Context: an optimization exercise on an open-source flow, tuned for small area. The choices shown serve that exercise and are no tape-out recipe.
Function was checked by simulation only, so behaviour that the tests miss may differ from the original.
Power figures rest on the tool's default switching activity, not on a simulated workload.

## apb_bus_monitor
module apb_bus_monitor (
    input  wire         apb_if_monitor,
    input  wire         rst,
    input  wire         presetn,
    input  wire         psel,
    input  wire         penable,
    input  wire         pwrite,
    input  wire [31:0]  paddr,
    input  wire [31:0]  pwdata,
    input  wire [31:0]  prdata,
    input  wire         pready,
    input  wire         pslverr,
    input  wire         wb_cyc,
    input  wire         wb_stb,
    input  wire         wb_we,
    input  wire [6:0]   wb_adr,
    input  wire [31:0]  wb_wdata,
    output logic        wb_ack,
    output logic [31:0] wb_rdata
);
    logic [1:0]  state;       
    logic        xfer_done;
    logic [5:0]  xfer_bin;
    logic [3:0]  viol_pulse;
    logic        cap_write;
    logic [31:0] cap_addr;
    logic [31:0] cap_wdata;
    logic       st_idle, st_setup, in_xfer, complete, changed, start;
    logic [1:0] state_next;
    logic [3:0] viol_now;
    assign st_idle  = (state == 2'd0);
    assign st_setup = (state == 2'd1);
    assign in_xfer  = (state == 2'd1) || (state == 2'd2);
    assign complete = in_xfer && psel && penable && pready;
    assign start    = st_idle && psel && !penable;
  ...
Size: about 2800 cells after synthesis, ~1200 flip-flops, ~180 I/O pins, roughly 0.037 mm² of cells after synthesis.
export LEC_CHECK = 0
export CAP_MARGIN = 10
export CORE_MARGIN = 2
export CORE_UTILIZATION = 55
export CTS_BUF_LIST = sky130_fd_sc_hd__clkbuf_8
export CTS_CLUSTER_DIAMETER = 50
export CTS_CLUSTER_SIZE = 16
export PLACE_DENSITY = 0.65
export SLEW_MARGIN = 10
export SYNTH_HIERARCHICAL = 1
export SYNTH_MINIMUM_KEEP_SIZE = 0
create_clock -name core_clock -period 8.0 [get_ports {apb_if_monitor}]
standard.sh (not shown) runs the stock make flow with config.mk's settings and CLKGATE_MAP_FILE= SYNTH_SCRIPT=/design/flow/synth_recipe.tcl, a recipe that flattens the netlist after the stock synthesis.
==> flow/flow/run.sh <==
#!/bin/bash
set -euo pipefail
export BUFFER_PORTS_ARGS="-buffer_cell sky130_fd_sc_hd__buf_1"
export CTS_ARGS="-sink_clustering_enable -repair_clock_nets -sink_clustering_size 16 -sink_clustering_max_diameter 50 -buf_list sky130_fd_sc_hd__clkbuf_8 -dont_use_dummy_load"
bash standard.sh > standard.log 2>&1
The starting point produced a clean layout.
Change:
==> flow/flow/run.sh (replaced) <==
#!/bin/bash
set -euo pipefail
export BUFFER_PORTS_ARGS="-buffer_cell sky130_fd_sc_hd__buf_1"
export CTS_ARGS="-sink_clustering_enable -repair_clock_nets -sink_clustering_size 22 -sink_clustering_max_diameter 45 -buf_list sky130_fd_sc_hd__clkbuf_8 -dont_use_dummy_load"
bash standard.sh > standard.log 2>&1
Settings changed: CORE_UTILIZATION 55 to 45, CTS_CLUSTER_DIAMETER 50 to 45, CTS_CLUSTER_SIZE 16 to 22, PLACE_DENSITY 0.65 to 0.6.
The new run finished with timing, DRC and antenna clean.
Worst setup slack is better by 0.012 ns.
Register-to-register slack is better by 0.20 ns.
Clock skew rises by 0.0051 ns.
Die area rises by 22%.
Change:
==> flow/flow/run.sh (replaced) <==
#!/bin/bash
set -euo pipefail
export BUFFER_PORTS_ARGS="-buffer_cell sky130_fd_sc_hd__buf_1"
export CTS_ARGS="-sink_clustering_enable -repair_clock_nets -sink_clustering_size 16 -sink_clustering_max_diameter 50 -buf_list sky130_fd_sc_hd__clkbuf_8 -dont_use_dummy_load"
bash standard.sh > standard.log 2>&1
Settings changed: CTS_CLUSTER_DIAMETER 45 to 50, CTS_CLUSTER_SIZE 22 to 16.
What happened:
- setup slack is about the same
- count of clock-buffer cells in the layout is lower by 8
- critical path depth is unchanged
- routed wire length stays flat
- die area is unchanged
- synthesized cell count is unchanged
- global-route usage barely changes
- combinational power stays flat

== main ==
apb_bus_monitor, a different RTL version from the one above (not shown whole).
Size: roughly 2700 cells after synthesis, about 1200 flip-flops, ~180 I/O pins, about 38000 um2 of cells after synthesis.
Design apb_bus_monitor, start of the top module:
module apb_bus_monitor (
    input  wire         apb_if_monitor,
    input  wire         rst,
    input  wire         presetn,
    input  wire         psel,
    input  wire         penable,
    input  wire         pwrite,
    input  wire [31:0]  paddr,
    input  wire [31:0]  pwdata,
    input  wire [31:0]  prdata,
    input  wire         pready,
    input  wire         pslverr,
    input  wire         wb_cyc,
    input  wire         wb_stb,
    input  wire         wb_we,
    input  wire [6:0]   wb_adr,
    input  wire [31:0]  wb_wdata,
    output logic        wb_ack,
    output logic [31:0] wb_rdata
);
==> flow/config.mk <==
export PLATFORM = sky130hd
export DESIGN_NAME = apb_bus_monitor
export DESIGN_NICKNAME = apb_bus_monitor
export VERILOG_FILES = /design/flow/design.v
export SDC_FILE = /design/flow/constraint.sdc
export NUM_CORES = 4
export LEC_CHECK = 0
export CAP_MARGIN = 10
export CORE_MARGIN = 2
export CORE_UTILIZATION = 45
export CTS_BUF_LIST = sky130_fd_sc_hd__clkbuf_8
export CTS_CLUSTER_DIAMETER = 50
export CTS_CLUSTER_SIZE = 16
export PLACE_DENSITY = 0.6
export SLEW_MARGIN = 10
export SYNTH_HIERARCHICAL = 1
export SYNTH_MINIMUM_KEEP_SIZE = 0
==> flow/constraint.sdc <==
create_clock -name core_clock -period 8.0 [get_ports {apb_if_monitor}]
set_input_delay 1.6000 -clock core_clock [delete_from_list [all_inputs] [get_ports {apb_if_monitor}]]
set_output_delay 1.6000 -clock core_clock [all_outputs]
set_load 0.01 [all_outputs]
run.sh (not shown) runs the stock make flow with config.mk's settings and CLKGATE_MAP_FILE= SYNTH_SCRIPT=/design/flow/synth_recipe.tcl, a recipe that flattens the netlist after the stock synthesis.
Stock flow here: none of the scripts above is used.
main was carried through to the last stage, and its layout satisfied the timing, DRC and antenna checks.
For the feature branch, these inputs were changed with respect to main:
==> flow/flow/run.sh (new file) <==
#!/bin/bash
set -euo pipefail
export BUFFER_PORTS_ARGS="-buffer_cell sky130_fd_sc_hd__buf_1"
export CTS_ARGS="-sink_clustering_enable -repair_clock_nets -sink_clustering_size 16 -sink_clustering_max_diameter 50 -buf_list sky130_fd_sc_hd__clkbuf_8 -dont_use_dummy_load"
bash standard.sh > standard.log 2>&1
==> flow/standard.sh (new file) <==
#!/bin/bash
# synth_recipe.tcl (not shown) runs the flow's synth.tcl, then flattens the netlist and writes it again
# the make line also repeats each setting of config.mk as NAME=value (left out here)
make -C /OpenROAD-flow-scripts/flow DESIGN_CONFIG=/design/flow/config.mk WORK_HOME=/design/flow/orfs CLKGATE_MAP_FILE= SYNTH_SCRIPT=/design/flow/synth_recipe.tcl "${@:-finish}"
removed: flow/run.sh
## What came out
- Re total power: main was higher than the feature branch.
- Looking at the reports, the feature branch completed the entire flow and the layout it produced met the timing, DRC and antenna checks.
- Looking at number of buffers other than clock buffers in the final layout across the feature branch and main, the one that comes out higher is main.
- Measured against each other, the feature branch and main differ in utilization, the higher figure coming from main.

port drivers added, routing unchanged:
The flow's constraints put no driver on any port. The routed layouts listed below were extracted and timed again, unchanged, in two steps.
Step 1: set_driving_cell puts a clkbuf_16 on apb_if_monitor and a buf_2 on each other input, an assumption about the parent block.
Step 2 moves the port delays by t, midway between the first and last clock arrival at a register: inputs arrive t later, outputs are due t later. That takes back most of the time a late clock gives input paths.
a / b / c = no drivers / after step 1 / after step 2; a / b = the first two.
run	shift t [ns]	setup WS [ns]	hold slack, ns	clock arrival spread, ns	worst data-port slew with drivers (ns)
the first run of note 1	0.746	1.378 / 1.378 / 0.800	0.294 / 0.294 / 0.294	0.088 / 0.088	0.06
the second run of note 1	0.782	1.390 / 1.423 / 0.641	0.291 / 0.291 / 0.291	0.102 / 0.102	0.19
the third run of note 1	0.754	1.392 / 1.425 / 0.671	0.316 / 0.316 / 0.316	0.085 / 0.086	0.19
main	0.799	0.296 / 0.336 / -0.464	0.329 / 0.329 / 0.329	0.040 / 0.041	0.05
the feature branch	0.766	0.324 / 0.370 / -0.396	0.295 / 0.295 / 0.295	0.144 / 0.144	0.05
Met with ideal ports but missed after step 2: setup timing in main and the feature branch. The setup slack of main, which loses most, moves by +0.040 ns with the drivers and by -0.760 ns with both steps.
